From an optimization exercise on the open Yosys and OpenROAD flow, aimed at a short achievable clock period and few clock cycles; shortcuts taken in it are not production practice. The RTL was checked by simulation tests, not by an equivalence proof against the original design. No activity file was given, so power comes from the tool's default toggle rates.

==> inputs of job 7727 <==
==> flow/design.v <==
`default_nettype none
package msgsp_pkg;
  localparam int MAX_STAGES = 16;
  localparam int MAX_NODES  = 16;
  localparam int CW         = 20;    
  localparam int TOTAL_W    = 32;
  localparam int NODE_W     = 4;
  localparam int CNT_W      = 5;
  localparam int PATH_W     = 60;    
  localparam int QD         = 4;     
  localparam int PKT_W      = 1 + 4 + CW + NODE_W + PATH_W;
  localparam logic [1:0] REQ_DECL  = 2'd0;
  localparam logic [1:0] REQ_EDGE  = 2'd1;
  localparam logic [1:0] REQ_SOLVE = 2'd2;
endpackage
`default_nettype wire
`default_nettype none
module msgsp_ctrl (
  input  logic                        clk,
  input  logic                        rst,
  input  logic                        pkt_we,
  input  logic [msgsp_pkg::PKT_W-1:0] pkt,
  input  logic [2:0]                  solves_in_flight,
  output logic                        in_ready,
  output logic                        out_valid,
  input  logic                        out_ready,
  output logic [41:0]                 out_data
);
  localparam int QD = msgsp_pkg::QD;
  localparam int PW = msgsp_pkg::PATH_W;
  localparam int CW = msgsp_pkg::CW;
  logic [QD-1:0][msgsp_pkg::PKT_W-1:0] fifo;
  logic [1:0]                          wp;
  logic [1:0]                          rp;
  logic [2:0]                          fcnt;
  logic          e_valid;
  logic          e_found;
  logic [3:0]    e_nm1;
  logic [3:0]    e_j;
  logic [CW-1:0] e_cost;
  logic [3:0]    e_node;
  logic [PW-1:0] e_path;
  logic          skid_valid;
  logic [41:0]   skid;
  logic          e_last;
  logic [41:0]   p_data;
  logic          push;
  logic          load;
  logic          adv;
  always_comb begin
    e_last = !e_found || (e_j == e_nm1);
    if (e_found) begin
      p_data = {e_j, e_last ? e_node : e_path[3:0],
                e_last ? {{(msgsp_pkg::TOTAL_W-CW){e_cost[CW-1]}}, e_cost} : {msgsp_pkg::TOTAL_W{1'b0}},
                1'b0, e_last};
    end else begin
      p_data = {40'b0, 1'b1, 1'b1};
    end
    push = e_valid && !skid_valid;
    load = (!e_valid || (push && e_last)) && (fcnt != '0);
    adv  = !out_valid || out_ready;
  end
  always_ff @(posedge clk) begin
    if (rst) begin
      wp         <= '0;
      rp         <= '0;
      fcnt       <= '0;
      e_valid    <= 1'b0;
      skid_valid <= 1'b0;
      out_valid  <= 1'b0;
      in_ready   <= 1'b1;
    end else begin
      if (pkt_we) wp <= wp + 2'd1;
      if (load) rp <= rp + 2'd1;
      fcnt <= fcnt + 3'(pkt_we) - 3'(load);
      if (load) e_valid <= 1'b1;
      else if (push && e_last) e_valid <= 1'b0;
      if (adv) begin
        out_valid  <= skid_valid || push;
        skid_valid <= 1'b0;
      end else if (push) begin
        skid_valid <= 1'b1;
      end
      in_ready <= (4'(solves_in_flight) + 4'(fcnt) + 4'd2) <= 4'(QD);
    end
  end
  always_ff @(posedge clk) begin
    if (pkt_we) fifo[wp] <= pkt;
    if (load) begin
      {e_found, e_nm1, e_cost, e_node, e_path} <= fifo[rp];
      e_j <= '0;
    end else if (push) begin
      e_j    <= e_j + 4'd1;
      e_path <= e_path >> 4;
    end
    if (push) skid <= p_data;
    if (adv) out_data <= skid_valid ? skid : p_data;
  end
endmodule
`default_nettype wire
`default_nettype none
module msgsp_datapath (
  input  logic                        clk,
  input  logic                        rst,
  input  logic                        in_valid,
  input  logic                        in_ready,
  input  logic [30:0]                 in_data,
  output logic                        pkt_we,
  output logic [msgsp_pkg::PKT_W-1:0] pkt,
  output logic [2:0]                  solves_in_flight
);
  localparam int CW = msgsp_pkg::CW;
  localparam int PW = msgsp_pkg::PATH_W;
  localparam int N  = msgsp_pkg::MAX_NODES;
  logic [30:0] q0;
  logic        v0;
  always_ff @(posedge clk) begin
    q0 <= in_data;
    v0 <= !rst && in_valid && in_ready;
  end
  logic [1:0]  d_ty;
  logic [4:0]  d_cnt;
  logic [3:0]  d_f;
  logic [3:0]  d_t;
  logic [15:0] d_ec;
  logic [4:0]  d_n;
  logic        d_decl;
  logic        d_edge;
  logic        d_solve;
  logic        d_stage1;
  logic [4:0]  st_cnt;
  logic [4:0]  prev_size;
  logic [4:0]  cur_size;
  logic          a_decl;
  logic          a_edge;
  logic          a_solve;
  logic          a_first;
  logic          a_fwd;
  logic          a_rd_reached;
  logic [3:0]    a_f;
  logic [3:0]    a_t;
  logic [3:0]    a_slot;
  logic [15:0]   a_ec;
  logic [4:0]    a_cnt;
  logic [CW-1:0] a_rd_cost;
  logic          b_decl;
  logic          b_first;
  logic          b_ev;
  logic          b_solve;
  logic [3:0]    b_f;
  logic [3:0]    b_t;
  logic [N-1:0]  b_tsel;
  logic [CW-1:0] b_cand;
  logic [PW-1:0] b_path;
  logic [4:0]    b_cnt;
  logic [CW-1:0] last_cand;
  logic [N-1:0][CW-1:0] prev_cost;
  logic [N-1:0][CW-1:0] cur_cost;
  logic [N-1:0]         prev_reached;
  logic [N-1:0]         cur_reached;
  logic [N-1:0][3:0]    cur_parent;
  logic [N-1:0][PW-1:0] prev_path;
  logic [N-1:0][PW-1:0] cur_path;
  logic                 best_valid;
  logic [CW-1:0]        best_cost;
  logic [3:0]           best_node;
  logic [N-1:0]         hit;
  logic                 hit_any;
  assign d_ty     = q0[30:29];
  assign d_cnt    = q0[28:24];
  assign d_f      = q0[23:20];
  assign d_t      = q0[19:16];
  assign d_ec     = q0[15:0];
  assign d_n      = d_cnt[4] ? 5'd16 : d_cnt;
  assign d_decl   = v0 && (d_ty == msgsp_pkg::REQ_DECL) && (d_cnt != '0) && !st_cnt[4];
  assign d_edge   = v0 && (d_ty == msgsp_pkg::REQ_EDGE) && (st_cnt >= 5'd2)
                 && ({1'b0, d_f} < prev_size) && ({1'b0, d_t} < cur_size);
  assign d_solve  = v0 && (d_ty == msgsp_pkg::REQ_SOLVE);
  assign d_stage1 = (st_cnt == 5'd2);
  always_ff @(posedge clk) begin
    if (rst) begin
      st_cnt <= '0;
    end else if (d_solve) begin
      st_cnt <= '0;
    end else if (d_decl) begin
      st_cnt <= st_cnt + 5'd1;
    end
    if (d_decl) begin
      prev_size <= cur_size;
      cur_size  <= d_n;
    end
  end
  logic          s1_src_cur;
  logic [CW-1:0] s1_cost;
  logic          s1_reached;
  logic          s1_fwd;
  always_comb begin
    s1_src_cur = a_decl || b_decl;
    s1_cost    = s1_src_cur ? cur_cost[d_f] : prev_cost[d_f];
    s1_reached = s1_src_cur ? cur_reached[d_f] : prev_reached[d_f];
    s1_fwd     = 1'b0;
    if (a_decl) begin
      if (b_decl) begin
        s1_reached = 1'b0;
      end else if (b_ev && (b_t == d_f)) begin
        s1_reached = 1'b1;
        s1_fwd     = hit_any;
      end
    end
    if (d_stage1) begin
      s1_reached = 1'b1;
      s1_cost    = '0;
      s1_fwd     = 1'b0;
    end
  end
  always_ff @(posedge clk) begin
    if (rst) begin
      a_decl  <= 1'b0;
      a_edge  <= 1'b0;
      a_solve <= 1'b0;
    end else begin
      a_decl  <= d_decl;
      a_edge  <= d_edge;
      a_solve <= d_solve;
    end
    a_first      <= (st_cnt == '0);
    a_f          <= d_f;
    a_t          <= d_t;
    a_ec         <= d_ec;
    a_slot       <= 4'(st_cnt - 5'd2);
    a_cnt        <= st_cnt;
    a_rd_cost    <= s1_cost;
    a_rd_reached <= s1_reached;
    a_fwd        <= s1_fwd;
  end
  logic [CW-1:0] s2_base;
  logic [CW-1:0] s2_cand;
  logic [PW-1:0] s2_src;
  logic [PW-1:0] s2_path;
  always_comb begin
    s2_base = a_fwd ? last_cand : a_rd_cost;
    s2_cand = s2_base + {{(CW-16){a_ec[15]}}, a_ec};
    s2_src = b_decl ? cur_path[a_f] : prev_path[a_f];
    for (int k = 0; k < PW / 4; k++) begin
      s2_path[4*k +: 4] = (a_slot == 4'(k)) ? a_f : s2_src[4*k +: 4];
    end
  end
  always_ff @(posedge clk) begin
    if (rst) begin
      b_decl  <= 1'b0;
      b_ev    <= 1'b0;
      b_solve <= 1'b0;
    end else begin
      b_decl  <= a_decl;
      b_ev    <= a_edge && a_rd_reached;
      b_solve <= a_solve;
    end
    b_first   <= a_first;
    b_f       <= a_f;
    b_t       <= a_t;
    b_tsel    <= N'(1) << a_t;
    b_cand    <= s2_cand;
    b_path    <= s2_path;
    b_cnt     <= a_cnt;
    last_cand <= b_cand;
  end
  logic best_lt;
  always_comb begin
    for (int j = 0; j < N; j++) begin
      hit[j] = b_ev && b_tsel[j]
            && (!cur_reached[j]
                || ({~b_cand[CW-1], b_cand[CW-2:0], b_f}
                    < {~cur_cost[j][CW-1], cur_cost[j][CW-2:0], cur_parent[j]}));
    end
    hit_any = |hit;
    best_lt = {~b_cand[CW-1], b_cand[CW-2:0], b_t} < {~best_cost[CW-1], best_cost[CW-2:0], best_node};
  end
  always_ff @(posedge clk) begin
    for (int j = 0; j < N; j++) begin
      if (b_decl) begin
        prev_cost[j]    <= cur_cost[j];
        prev_reached[j] <= cur_reached[j];
        prev_path[j]    <= cur_path[j];
        cur_reached[j]  <= 1'b0;
      end else if (hit[j]) begin
        cur_cost[j]     <= b_cand;
        cur_parent[j]   <= b_f;
        cur_reached[j]  <= 1'b1;
        cur_path[j]     <= b_path;
      end
    end
    if (b_decl) begin
      best_valid <= b_first;
      best_cost  <= '0;
      best_node  <= '0;
    end else if (b_ev && (!best_valid || best_lt)) begin
      best_valid <= 1'b1;
      best_cost  <= b_cand;
      best_node  <= b_t;
    end
  end
  assign pkt_we = b_solve;
  assign pkt    = {(b_cnt != '0) && best_valid, 4'(b_cnt - 5'd1), best_cost, best_node,
                   cur_path[best_node]};
  assign solves_in_flight = 3'(d_solve) + 3'(a_solve) + 3'(b_solve);
endmodule
`default_nettype wire
`default_nettype none
module multistage_graph_shortest_path (
  input  logic            clk,
  input  logic            rst,
  input  logic            in_valid,
  output logic            in_ready,
  input  logic [30:0]     in_data,
  output logic            out_valid,
  input  logic            out_ready,
  output logic [41:0]     out_data
);
  logic                        pkt_we;
  logic [msgsp_pkg::PKT_W-1:0] pkt;
  logic [2:0]                  solves_in_flight;
  msgsp_datapath u_datapath (
    .clk              (clk),
    .rst              (rst),
    .in_valid         (in_valid),
    .in_ready         (in_ready),
    .in_data          (in_data),
    .pkt_we           (pkt_we),
    .pkt              (pkt),
    .solves_in_flight (solves_in_flight)
  );
  msgsp_ctrl u_ctrl (
    .clk              (clk),
    .rst              (rst),
    .pkt_we           (pkt_we),
    .pkt              (pkt),
    .solves_in_flight (solves_in_flight),
    .in_ready         (in_ready),
    .out_valid        (out_valid),
    .out_ready        (out_ready),
    .out_data         (out_data)
  );
endmodule
`default_nettype wire
==> flow/flow/run.sh <==
#!/bin/bash
# The standard layout, with timing repair aimed at a 3.5 ns period (6.5 ns of
# setup margin on the 10 ns clock) so that the achieved period shrinks.
set -euo pipefail
bash standard.sh SETUP_SLACK_MARGIN=6.5 finish > standard_flow.log 2>&1
==> flow/standard.sh <==
#!/bin/bash
# synth_recipe.tcl (not shown) runs the flow's synth.tcl, then flattens the netlist and writes it again
# the make line also repeats each setting of config.mk as NAME=value (left out here)
make -C /OpenROAD-flow-scripts/flow DESIGN_CONFIG=/design/flow/config.mk WORK_HOME=/design/flow/orfs CLKGATE_MAP_FILE= SYNTH_SCRIPT=/design/flow/synth_recipe.tcl "${@:-finish}"
==> flow/config.mk <==
export PLATFORM = sky130hd
export DESIGN_NAME = multistage_graph_shortest_path
export DESIGN_NICKNAME = multistage_graph_shortest_path
export VERILOG_FILES = /design/flow/design.v
export SDC_FILE = /design/flow/constraint.sdc
export NUM_CORES = 4
export LEC_CHECK = 0
export ABC_CLOCK_PERIOD_IN_PS = 3000
export CAP_MARGIN = 30
export CORE_MARGIN = 2
export CORE_UTILIZATION = 40
export PLACE_DENSITY = 0.6
export SLEW_MARGIN = 40
==> flow/constraint.sdc <==
create_clock -name core_clock -period 10.0 [get_ports {clk}]
set_input_delay 2.0000 -clock core_clock [delete_from_list [all_inputs] [get_ports {clk}]]
set_output_delay 2.0000 -clock core_clock [all_outputs]
set_load 0.01 [all_outputs]
==> job 5190: changes against job 7727 <==
--- a/flow/design.v
+++ b/flow/design.v
@@ -95,5 +95,8 @@
     end
     if (push) skid <= p_data;
-    if (adv) out_data <= skid_valid ? skid : p_data;
+  end
+  always_ff @(posedge clk) begin
+    if (rst) out_data <= '0;
+    else if (adv) out_data <= skid_valid ? skid : p_data;
   end
 endmodule
==> flow/flow/run.sh (replaced) <==
#!/bin/bash
# The standard layout, with timing repair aimed at a 3 ns period (7 ns of
# setup margin on the 10 ns clock) so that the achieved period shrinks.
set -euo pipefail
bash standard.sh SETUP_SLACK_MARGIN=7 finish > standard_flow.log 2>&1
==> job 6858: changes against job 7727 <==
--- a/flow/design.v
+++ b/flow/design.v
@@ -3,6 +3,5 @@
   localparam int MAX_STAGES = 16;
   localparam int MAX_NODES  = 16;
-  localparam int CW         = 20;    
-  localparam int TOTAL_W    = 32;
+  localparam int CW         = 32;    
   localparam int NODE_W     = 4;
   localparam int CNT_W      = 5;
@@ -51,7 +50,5 @@
     e_last = !e_found || (e_j == e_nm1);
     if (e_found) begin
-      p_data = {e_j, e_last ? e_node : e_path[3:0],
-                e_last ? {{(msgsp_pkg::TOTAL_W-CW){e_cost[CW-1]}}, e_cost} : {msgsp_pkg::TOTAL_W{1'b0}},
-                1'b0, e_last};
+      p_data = {e_j, e_last ? e_node : e_path[3:0], e_last ? e_cost : {CW{1'b0}}, 1'b0, e_last};
     end else begin
       p_data = {40'b0, 1'b1, 1'b1};
@@ -235,4 +232,5 @@
   end
   logic [CW-1:0] s2_base;
+  logic [CW:0]   s2_sum;
   logic [CW-1:0] s2_cand;
   logic [PW-1:0] s2_src;
@@ -240,5 +238,7 @@
   always_comb begin
     s2_base = a_fwd ? last_cand : a_rd_cost;
-    s2_cand = s2_base + {{(CW-16){a_ec[15]}}, a_ec};
+    s2_sum  = {s2_base[CW-1], s2_base} + {{(CW-15){a_ec[15]}}, a_ec};
+    if (s2_sum[CW] != s2_sum[CW-1]) s2_cand = s2_sum[CW] ? {1'b1, {(CW-1){1'b0}}} : {1'b0, {(CW-1){1'b1}}};
+    else s2_cand = s2_sum[CW-1:0];
     s2_src = b_decl ? cur_path[a_f] : prev_path[a_f];
     for (int k = 0; k < PW / 4; k++) begin
==> flow/run.sh (new file) <==
#!/bin/bash
# synth_recipe.tcl (not shown) runs the flow's synth.tcl, then flattens the netlist and writes it again
# the make line also repeats each setting of config.mk as NAME=value (left out here)
make -C /OpenROAD-flow-scripts/flow DESIGN_CONFIG=/design/flow/config.mk WORK_HOME=/design/flow/orfs CLKGATE_MAP_FILE= SYNTH_SCRIPT=/design/flow/synth_recipe.tcl finish
--- a/flow/config.mk
+++ b/flow/config.mk
@@ -6,5 +6,4 @@
 export NUM_CORES = 4
 export LEC_CHECK = 0
-export ABC_CLOCK_PERIOD_IN_PS = 3000
 export CAP_MARGIN = 30
 export CORE_MARGIN = 2
removed: flow/flow/run.sh
removed: flow/standard.sh
==> notes <==
Job 6858 produced a clean layout. Job 7727 ran to the end with violations: antenna violations. Job 5190 passed the timing, design-rule and antenna checks. Routed wire length, lowest first: job 7727, job 6858, job 5190. The highest non-clock buffer count belongs to job 5190, the lowest to job 6858. Of job 6858 and job 5190, job 6858 has the higher clock power (gap about 10%, measured against job 5190). The highest maximum frequency belongs to job 5190, the lowest to job 6858. The lowest critical path depth belongs to job 7727, the highest to job 5190. First-iteration DRC count: job 7727 < job 6858 < job 5190.
Testbench counts of job 7727, summed over its fixed seeds: cycles 44,062.
Testbench counts of job 5190, summed over its fixed seeds: cycles 44,062.
Testbench counts of job 6858, summed over its fixed seeds: cycles 44,062.

========
==> run X: inputs <==
RTL: one of the versions met above, not the one the previous note started from.
==> flow/config.mk <==
export PLATFORM = sky130hd
export DESIGN_NAME = multistage_graph_shortest_path
export DESIGN_NICKNAME = multistage_graph_shortest_path
export VERILOG_FILES = /design/flow/design.v
export SDC_FILE = /design/flow/constraint.sdc
export NUM_CORES = 4
export LEC_CHECK = 0
export ABC_CLOCK_PERIOD_IN_PS = 3000
export CAP_MARGIN = 30
export CORE_MARGIN = 2
export CORE_UTILIZATION = 40
export PLACE_DENSITY = 0.6
export SETUP_SLACK_MARGIN = 5
export SLEW_MARGIN = 40
==> flow/constraint.sdc <==
create_clock -name core_clock -period 10.0 [get_ports {clk}]
set_input_delay 2.0000 -clock core_clock [delete_from_list [all_inputs] [get_ports {clk}]]
set_output_delay 2.0000 -clock core_clock [all_outputs]
set_load 0.01 [all_outputs]
run.sh (not shown) runs the stock make flow with config.mk's settings and CLKGATE_MAP_FILE= SYNTH_SCRIPT=/design/flow/synth_recipe.tcl, a recipe that flattens the netlist after the stock synthesis.
Stock flow here: none of the scripts above is used.
==> run C: changes against run X <==
--- a/flow/design.v
+++ b/flow/design.v
@@ -1,10 +1,11 @@
 `default_nettype none
 package msgsp_pkg;
   localparam int MAX_STAGES = 16;
   localparam int MAX_NODES  = 16;
-  localparam int CW         = 32;    
+  localparam int CW         = 20;    
+  localparam int TOTAL_W    = 32;
   localparam int NODE_W     = 4;
   localparam int CNT_W      = 5;
   localparam int PATH_W     = 60;    
   localparam int QD         = 4;     
   localparam int PKT_W      = 1 + 4 + CW + NODE_W + PATH_W;
@@ -47,11 +48,13 @@
   logic          load;
   logic          adv;
   always_comb begin
     e_last = !e_found || (e_j == e_nm1);
     if (e_found) begin
-      p_data = {e_j, e_last ? e_node : e_path[3:0], e_last ? e_cost : {CW{1'b0}}, 1'b0, e_last};
+      p_data = {e_j, e_last ? e_node : e_path[3:0],
+                e_last ? {{(msgsp_pkg::TOTAL_W-CW){e_cost[CW-1]}}, e_cost} : {msgsp_pkg::TOTAL_W{1'b0}},
+                1'b0, e_last};
     end else begin
       p_data = {40'b0, 1'b1, 1'b1};
     end
     push = e_valid && !skid_valid;
     load = (!e_valid || (push && e_last)) && (fcnt != '0);
@@ -89,11 +92,14 @@
     end else if (push) begin
       e_j    <= e_j + 4'd1;
       e_path <= e_path >> 4;
     end
     if (push) skid <= p_data;
-    if (adv) out_data <= skid_valid ? skid : p_data;
+  end
+  always_ff @(posedge clk) begin
+    if (rst) out_data <= '0;
+    else if (adv) out_data <= skid_valid ? skid : p_data;
   end
 endmodule
 `default_nettype wire
 `default_nettype none
 module msgsp_datapath (
@@ -229,19 +235,16 @@
     a_rd_cost    <= s1_cost;
     a_rd_reached <= s1_reached;
     a_fwd        <= s1_fwd;
   end
   logic [CW-1:0] s2_base;
-  logic [CW:0]   s2_sum;
   logic [CW-1:0] s2_cand;
   logic [PW-1:0] s2_src;
   logic [PW-1:0] s2_path;
   always_comb begin
     s2_base = a_fwd ? last_cand : a_rd_cost;
-    s2_sum  = {s2_base[CW-1], s2_base} + {{(CW-15){a_ec[15]}}, a_ec};
-    if (s2_sum[CW] != s2_sum[CW-1]) s2_cand = s2_sum[CW] ? {1'b1, {(CW-1){1'b0}}} : {1'b0, {(CW-1){1'b1}}};
-    else s2_cand = s2_sum[CW-1:0];
+    s2_cand = s2_base + {{(CW-16){a_ec[15]}}, a_ec};
     s2_src = b_decl ? cur_path[a_f] : prev_path[a_f];
     for (int k = 0; k < PW / 4; k++) begin
       s2_path[4*k +: 4] = (a_slot == 4'(k)) ? a_f : s2_src[4*k +: 4];
     end
   end
==> flow/flow/run.sh (new file) <==
#!/bin/bash
# The standard layout, with timing repair aimed at a 3 ns period (7 ns of
# setup margin on the 10 ns clock) so that the achieved period shrinks.
set -euo pipefail
bash standard.sh SETUP_SLACK_MARGIN=7 finish > standard_flow.log 2>&1
==> flow/standard.sh (new file) <==
#!/bin/bash
# synth_recipe.tcl (not shown) runs the flow's synth.tcl, then flattens the netlist and writes it again
# the make line also repeats each setting of config.mk as NAME=value (left out here)
make -C /OpenROAD-flow-scripts/flow DESIGN_CONFIG=/design/flow/config.mk WORK_HOME=/design/flow/orfs CLKGATE_MAP_FILE= SYNTH_SCRIPT=/design/flow/synth_recipe.tcl "${@:-finish}"
CORE_UTILIZATION = 60   (was 40)
PLACE_DENSITY = 0.72   (was 0.6)
SETUP_SLACK_MARGIN = default   (was 5)
removed: flow/run.sh
==> run Z: changes against run X <==
--- a/flow/design.v
+++ b/flow/design.v
@@ -1,10 +1,11 @@
 `default_nettype none
 package msgsp_pkg;
   localparam int MAX_STAGES = 16;
   localparam int MAX_NODES  = 16;
   localparam int CW         = 32;    
+  localparam int TOTAL_W    = 32;
   localparam int NODE_W     = 4;
   localparam int CNT_W      = 5;
   localparam int PATH_W     = 60;    
   localparam int QD         = 4;     
   localparam int PKT_W      = 1 + 4 + CW + NODE_W + PATH_W;
@@ -89,11 +90,14 @@
     end else if (push) begin
       e_j    <= e_j + 4'd1;
       e_path <= e_path >> 4;
     end
     if (push) skid <= p_data;
-    if (adv) out_data <= skid_valid ? skid : p_data;
+  end
+  always_ff @(posedge clk) begin
+    if (rst) out_data <= '0;
+    else if (adv) out_data <= skid_valid ? skid : p_data;
   end
 endmodule
 `default_nettype wire
 `default_nettype none
 module msgsp_datapath (
@@ -113,45 +117,54 @@
   logic        v0;
   always_ff @(posedge clk) begin
     q0 <= in_data;
     v0 <= !rst && in_valid && in_ready;
   end
-  logic [1:0]  d_ty;
-  logic [4:0]  d_cnt;
-  logic [3:0]  d_f;
-  logic [3:0]  d_t;
-  logic [15:0] d_ec;
-  logic [4:0]  d_n;
-  logic        d_decl;
-  logic        d_edge;
-  logic        d_solve;
-  logic        d_stage1;
-  logic [4:0]  st_cnt;
-  logic [4:0]  prev_size;
-  logic [4:0]  cur_size;
+  logic [4:0]    st_cnt;
+  logic [4:0]    prev_size;
+  logic [4:0]    cur_size;
   logic          a_decl;
   logic          a_edge;
   logic          a_solve;
   logic          a_first;
   logic          a_fwd;
+  logic          a_alt;
   logic          a_rd_reached;
   logic [3:0]    a_f;
   logic [3:0]    a_t;
   logic [3:0]    a_slot;
   logic [15:0]   a_ec;
   logic [4:0]    a_cnt;
   logic [CW-1:0] a_rd_cost;
   logic          b_decl;
-  logic          b_first;
   logic          b_ev;
   logic          b_solve;
+  logic          b_first;
+  logic          b_use_alt;
   logic [3:0]    b_f;
   logic [3:0]    b_t;
   logic [N-1:0]  b_tsel;
-  logic [CW-1:0] b_cand;
+  logic [CW-1:0] b_cand_n;
+  logic [CW-1:0] b_cand_a;
   logic [PW-1:0] b_path;
   logic [4:0]    b_cnt;
+  logic          c_decl;
+  logic          c_ev;
+  logic          c_solve;
+  logic          c_first;
+  logic          c_ltcur;
+  logic          c_ltc;
+  logic          c_prevhit;
+  logic          c_bltcur;
+  logic          c_bltc;
+  logic          c_prevbest;
+  logic [3:0]    c_f;
+  logic [3:0]    c_t;
+  logic [N-1:0]  c_tsel;
+  logic [CW-1:0] c_cand;
+  logic [PW-1:0] c_path;
+  logic [4:0]    c_cnt;
   logic [CW-1:0] last_cand;
   logic [N-1:0][CW-1:0] prev_cost;
   logic [N-1:0][CW-1:0] cur_cost;
   logic [N-1:0]         prev_reached;
   logic [N-1:0]         cur_reached;
@@ -161,10 +174,21 @@
   logic                 best_valid;
   logic [CW-1:0]        best_cost;
   logic [3:0]           best_node;
   logic [N-1:0]         hit;
   logic                 hit_any;
+  logic                 best_upd;
+  logic [1:0]  d_ty;
+  logic [4:0]  d_cnt;
+  logic [3:0]  d_f;
+  logic [3:0]  d_t;
+  logic [15:0] d_ec;
+  logic [4:0]  d_n;
+  logic        d_decl;
+  logic        d_edge;
+  logic        d_solve;
+  logic        d_stage1;
   assign d_ty     = q0[30:29];
   assign d_cnt    = q0[28:24];
   assign d_f      = q0[23:20];
   assign d_t      = q0[19:16];
   assign d_ec     = q0[15:0];
@@ -186,30 +210,47 @@
       prev_size <= cur_size;
       cur_size  <= d_n;
     end
   end
   logic          s1_src_cur;
+  logic          s1_r0;
   logic [CW-1:0] s1_cost;
   logic          s1_reached;
   logic          s1_fwd;
+  logic          s1_alt;
+  logic          s1_fc;
+  logic          s1_fb;
   always_comb begin
-    s1_src_cur = a_decl || b_decl;
+    s1_src_cur = a_decl || b_decl || c_decl;
     s1_cost    = s1_src_cur ? cur_cost[d_f] : prev_cost[d_f];
-    s1_reached = s1_src_cur ? cur_reached[d_f] : prev_reached[d_f];
+    s1_r0      = s1_src_cur ? cur_reached[d_f] : prev_reached[d_f];
+    s1_fc      = c_ev && (c_t == d_f);
+    s1_fb      = b_ev && (b_t == d_f);
+    s1_reached = s1_r0;
     s1_fwd     = 1'b0;
+    s1_alt     = 1'b0;
     if (a_decl) begin
       if (b_decl) begin
         s1_reached = 1'b0;
-      end else if (b_ev && (b_t == d_f)) begin
-        s1_reached = 1'b1;
-        s1_fwd     = hit_any;
+      end else begin
+        s1_reached = (c_decl ? 1'b0 : (s1_r0 || s1_fc)) || s1_fb;
+        s1_fwd     = !c_decl && s1_fc && hit_any;
+        s1_alt     = s1_fb;
+      end
+    end else if (b_decl) begin
+      if (c_decl) begin
+        s1_reached = 1'b0;
+      end else begin
+        s1_reached = s1_r0 || s1_fc;
+        s1_fwd     = s1_fc && hit_any;
       end
     end
     if (d_stage1) begin
       s1_reached = 1'b1;
       s1_cost    = '0;
       s1_fwd     = 1'b0;
+      s1_alt     = 1'b0;
     end
   end
   always_ff @(posedge clk) begin
     if (rst) begin
       a_decl  <= 1'b0;
@@ -227,22 +268,24 @@
     a_slot       <= 4'(st_cnt - 5'd2);
     a_cnt        <= st_cnt;
     a_rd_cost    <= s1_cost;
     a_rd_reached <= s1_reached;
     a_fwd        <= s1_fwd;
+    a_alt        <= s1_alt;
   end
   logic [CW-1:0] s2_base;
-  logic [CW:0]   s2_sum;
-  logic [CW-1:0] s2_cand;
+  logic [CW-1:0] s2_ec;
   logic [PW-1:0] s2_src;
   logic [PW-1:0] s2_path;
   always_comb begin
     s2_base = a_fwd ? last_cand : a_rd_cost;
-    s2_sum  = {s2_base[CW-1], s2_base} + {{(CW-15){a_ec[15]}}, a_ec};
-    if (s2_sum[CW] != s2_sum[CW-1]) s2_cand = s2_sum[CW] ? {1'b1, {(CW-1){1'b0}}} : {1'b0, {(CW-1){1'b1}}};
-    else s2_cand = s2_sum[CW-1:0];
-    s2_src = b_decl ? cur_path[a_f] : prev_path[a_f];
+    s2_ec   = {{(CW-16){a_ec[15]}}, a_ec};
+    if (b_decl || c_decl) begin
+      s2_src = (b_decl && c_ev && (c_t == a_f) && hit_any) ? c_path : cur_path[a_f];
+    end else begin
+      s2_src = prev_path[a_f];
+    end
     for (int k = 0; k < PW / 4; k++) begin
       s2_path[4*k +: 4] = (a_slot == 4'(k)) ? a_f : s2_src[4*k +: 4];
     end
   end
   always_ff @(posedge clk) begin
@@ -257,54 +300,88 @@
     end
     b_first   <= a_first;
     b_f       <= a_f;
     b_t       <= a_t;
     b_tsel    <= N'(1) << a_t;
-    b_cand    <= s2_cand;
+    b_cand_n  <= s2_base + s2_ec;
+    b_cand_a  <= c_cand + s2_ec;
+    b_use_alt <= a_alt && hit_any;
     b_path    <= s2_path;
     b_cnt     <= a_cnt;
-    last_cand <= b_cand;
   end
-  logic best_lt;
+  logic [CW-1:0] s3_cand;
+  logic          s3_samet;
+  always_comb begin
+    s3_cand  = b_use_alt ? b_cand_a : b_cand_n;
+    s3_samet = c_ev && (c_t == b_t);
+  end
+  always_ff @(posedge clk) begin
+    if (rst) begin
+      c_decl  <= 1'b0;
+      c_ev    <= 1'b0;
+      c_solve <= 1'b0;
+    end else begin
+      c_decl  <= b_decl;
+      c_ev    <= b_ev;
+      c_solve <= b_solve;
+    end
+    c_first <= b_first;
+    c_f     <= b_f;
+    c_t     <= b_t;
+    c_tsel  <= b_tsel;
+    c_cand  <= s3_cand;
+    c_path  <= b_path;
+    c_cnt   <= b_cnt;
+    c_ltcur <= {~s3_cand[CW-1], s3_cand[CW-2:0], b_f}
+             < {~cur_cost[b_t][CW-1], cur_cost[b_t][CW-2:0], cur_parent[b_t]};
+    c_ltc   <= {~s3_cand[CW-1], s3_cand[CW-2:0], b_f}
+             < {~c_cand[CW-1], c_cand[CW-2:0], c_f};
+    c_prevhit <= s3_samet && hit_any;
+    c_bltcur <= {~s3_cand[CW-1], s3_cand[CW-2:0], b_t}
+              < {~best_cost[CW-1], best_cost[CW-2:0], best_node};
+    c_bltc   <= {~s3_cand[CW-1], s3_cand[CW-2:0], b_t}
+              < {~c_cand[CW-1], c_cand[CW-2:0], c_t};
+    c_prevbest <= best_upd;
+  end
+  logic lt_eff;
   always_comb begin
+    lt_eff = c_prevhit ? c_ltc : c_ltcur;
     for (int j = 0; j < N; j++) begin
-      hit[j] = b_ev && b_tsel[j]
-            && (!cur_reached[j]
-                || ({~b_cand[CW-1], b_cand[CW-2:0], b_f}
-                    < {~cur_cost[j][CW-1], cur_cost[j][CW-2:0], cur_parent[j]}));
+      hit[j] = c_ev && c_tsel[j] && (!cur_reached[j] || lt_eff);
     end
-    hit_any = |hit;
-    best_lt = {~b_cand[CW-1], b_cand[CW-2:0], b_t} < {~best_cost[CW-1], best_cost[CW-2:0], best_node};
+    hit_any  = |hit;
+    best_upd = c_ev && (!best_valid || (c_prevbest ? c_bltc : c_bltcur));
   end
   always_ff @(posedge clk) begin
+    last_cand <= c_cand;
     for (int j = 0; j < N; j++) begin
-      if (b_decl) begin
+      if (c_decl) begin
         prev_cost[j]    <= cur_cost[j];
         prev_reached[j] <= cur_reached[j];
         prev_path[j]    <= cur_path[j];
         cur_reached[j]  <= 1'b0;
       end else if (hit[j]) begin
-        cur_cost[j]     <= b_cand;
-        cur_parent[j]   <= b_f;
+        cur_cost[j]     <= c_cand;
+        cur_parent[j]   <= c_f;
         cur_reached[j]  <= 1'b1;
-        cur_path[j]     <= b_path;
+        cur_path[j]     <= c_path;
       end
     end
-    if (b_decl) begin
-      best_valid <= b_first;
+    if (c_decl) begin
+      best_valid <= c_first;
       best_cost  <= '0;
       best_node  <= '0;
-    end else if (b_ev && (!best_valid || best_lt)) begin
+    end else if (best_upd) begin
       best_valid <= 1'b1;
-      best_cost  <= b_cand;
-      best_node  <= b_t;
+      best_cost  <= c_cand;
+      best_node  <= c_t;
     end
   end
-  assign pkt_we = b_solve;
-  assign pkt    = {(b_cnt != '0) && best_valid, 4'(b_cnt - 5'd1), best_cost, best_node,
+  assign pkt_we = c_solve;
+  assign pkt    = {(c_cnt != '0) && best_valid, 4'(c_cnt - 5'd1), best_cost, best_node,
                    cur_path[best_node]};
-  assign solves_in_flight = 3'(d_solve) + 3'(a_solve) + 3'(b_solve);
+  assign solves_in_flight = 3'(d_solve) + 3'(a_solve) + 3'(b_solve) + 3'(c_solve);
 endmodule
 `default_nettype wire
 `default_nettype none
 module multistage_graph_shortest_path (
   input  logic            clk,
==> flow/flow/run.sh (new file) <==
#!/bin/bash
# The standard layout, with timing repair aimed at a 3 ns period (7 ns of
# setup margin on the 10 ns clock) so that the achieved period shrinks.
set -euo pipefail
bash standard.sh SETUP_SLACK_MARGIN=7 finish > standard_flow.log 2>&1
==> flow/standard.sh (new file) <==
#!/bin/bash
# synth_recipe.tcl (not shown) runs the flow's synth.tcl, then flattens the netlist and writes it again
# the make line also repeats each setting of config.mk as NAME=value (left out here)
make -C /OpenROAD-flow-scripts/flow DESIGN_CONFIG=/design/flow/config.mk WORK_HOME=/design/flow/orfs CLKGATE_MAP_FILE= SYNTH_SCRIPT=/design/flow/synth_recipe.tcl "${@:-finish}"
SETUP_SLACK_MARGIN = default   (was 5)
removed: flow/run.sh
==> comparison <==
Run Z produced a clean layout. Run C passed the timing, design-rule and antenna checks. Run X went through all stages and came out clean. Die area: run Z is smaller than run X (about 1.3%). Against run Z, the worst setup slack of run X is lower by 1.1 ns. Between run Z and run C, the lower sequential power is in run C (gap about 22%, measured against run C). Sequential share of layout area, lowest first: run C, run X, run Z. Via count, lowest first: run C, run Z, run X. Non-clock buffer count: run X < run Z < run C. The lowest first-iteration DRC count belongs to run X, the highest to run C. Clock skew, lowest first: run Z, run C, run X.
==> figures <==
item	run X	run C	run Z
WL met1	192000 um	160000 um	191000 um
Maximum achievable frequency	0.208 GHz	0.278 GHz	0.271 GHz
Maximum clock skew at final layout	0.0918 ns	0.0671 ns	0.0404 ns
Seq. cell area	0.116 sq mm	0.100 sq mm	0.119 sq mm
Multiplexer share of the synthesized area	18.5%	19.1%	21.2%
Highest net fanout along the worst path	68	7	7
Minimum setup slack in the final design	5.20 ns	6.41 ns	6.31 ns
Number of DRC markers in iteration 0	10900	14800	11200
Final cell area excluding filler cells	0.197 sq mm	0.180 sq mm	0.200 sq mm
Met2 Routed Length	214000 um	209000 um	233000 um
Run status	no timing/DRC/antenna violations	no timing/DRC/antenna violations	no timing/DRC/antenna violations
DIE HEIGHT	664 um	503 um	660 um
Inserted Clock Buffers	407	364	424
Wire length of the first global-routing pass	655000 um	620000 um	675000 um
Non-clock buffer contribution to total cell area	1.74%	8.15%	3.33%
Clock network power share	37.3%	37.2%	40.6%
Multi-input gate area in the final layout	0.0537 sq mm	0.0464 sq mm	0.0507 sq mm
FF+latch count, synth	3955	3439	4120
Testbench counts of run X, summed over its fixed seeds: cycles 44,062.
Testbench counts of run C, summed over its fixed seeds: cycles 44,062.
Testbench counts of run Z, summed over its fixed seeds: cycles 44,071.

[static timing again, ports no longer ideal]
No port has a modelled driver above. Below, the same layouts with a new extraction and two added sets of constraints. Step 1 (the two cells are an assumption about what drives the block):
set clk [get_ports {clk}]
set_driving_cell -lib_cell sky130_fd_sc_hd__clkbuf_16 $clk
set_driving_cell -lib_cell sky130_fd_sc_hd__buf_2 [delete_from_list [all_inputs] $clk]
Step 2, shift: input delay + t, output delay - t, t = (earliest + latest rising clock arrival at the registers) / 2. This alone moves slack from input paths to output paths. Three values: ideal, step 1, step 2; two values: the first two.
run	t (ns)	setup slack, ns	pins driven straight from the clock port
job 7727	1.045	6.292 / 6.191 / 6.444	1
job 5190	1.034	6.392 / 6.303 / 6.354	1
job 6858	1.082	4.694 / 4.694 / 4.694	1
run X	1.077	5.202 / 5.202 / 5.202	1
run C	1.066	6.409 / 6.316 / 6.224	1
run Z	1.067	6.314 / 6.314 / 6.175	1
The setup slack of run C, which loses most, moves by -0.093 ns with the drivers and by -0.185 ns with both steps.
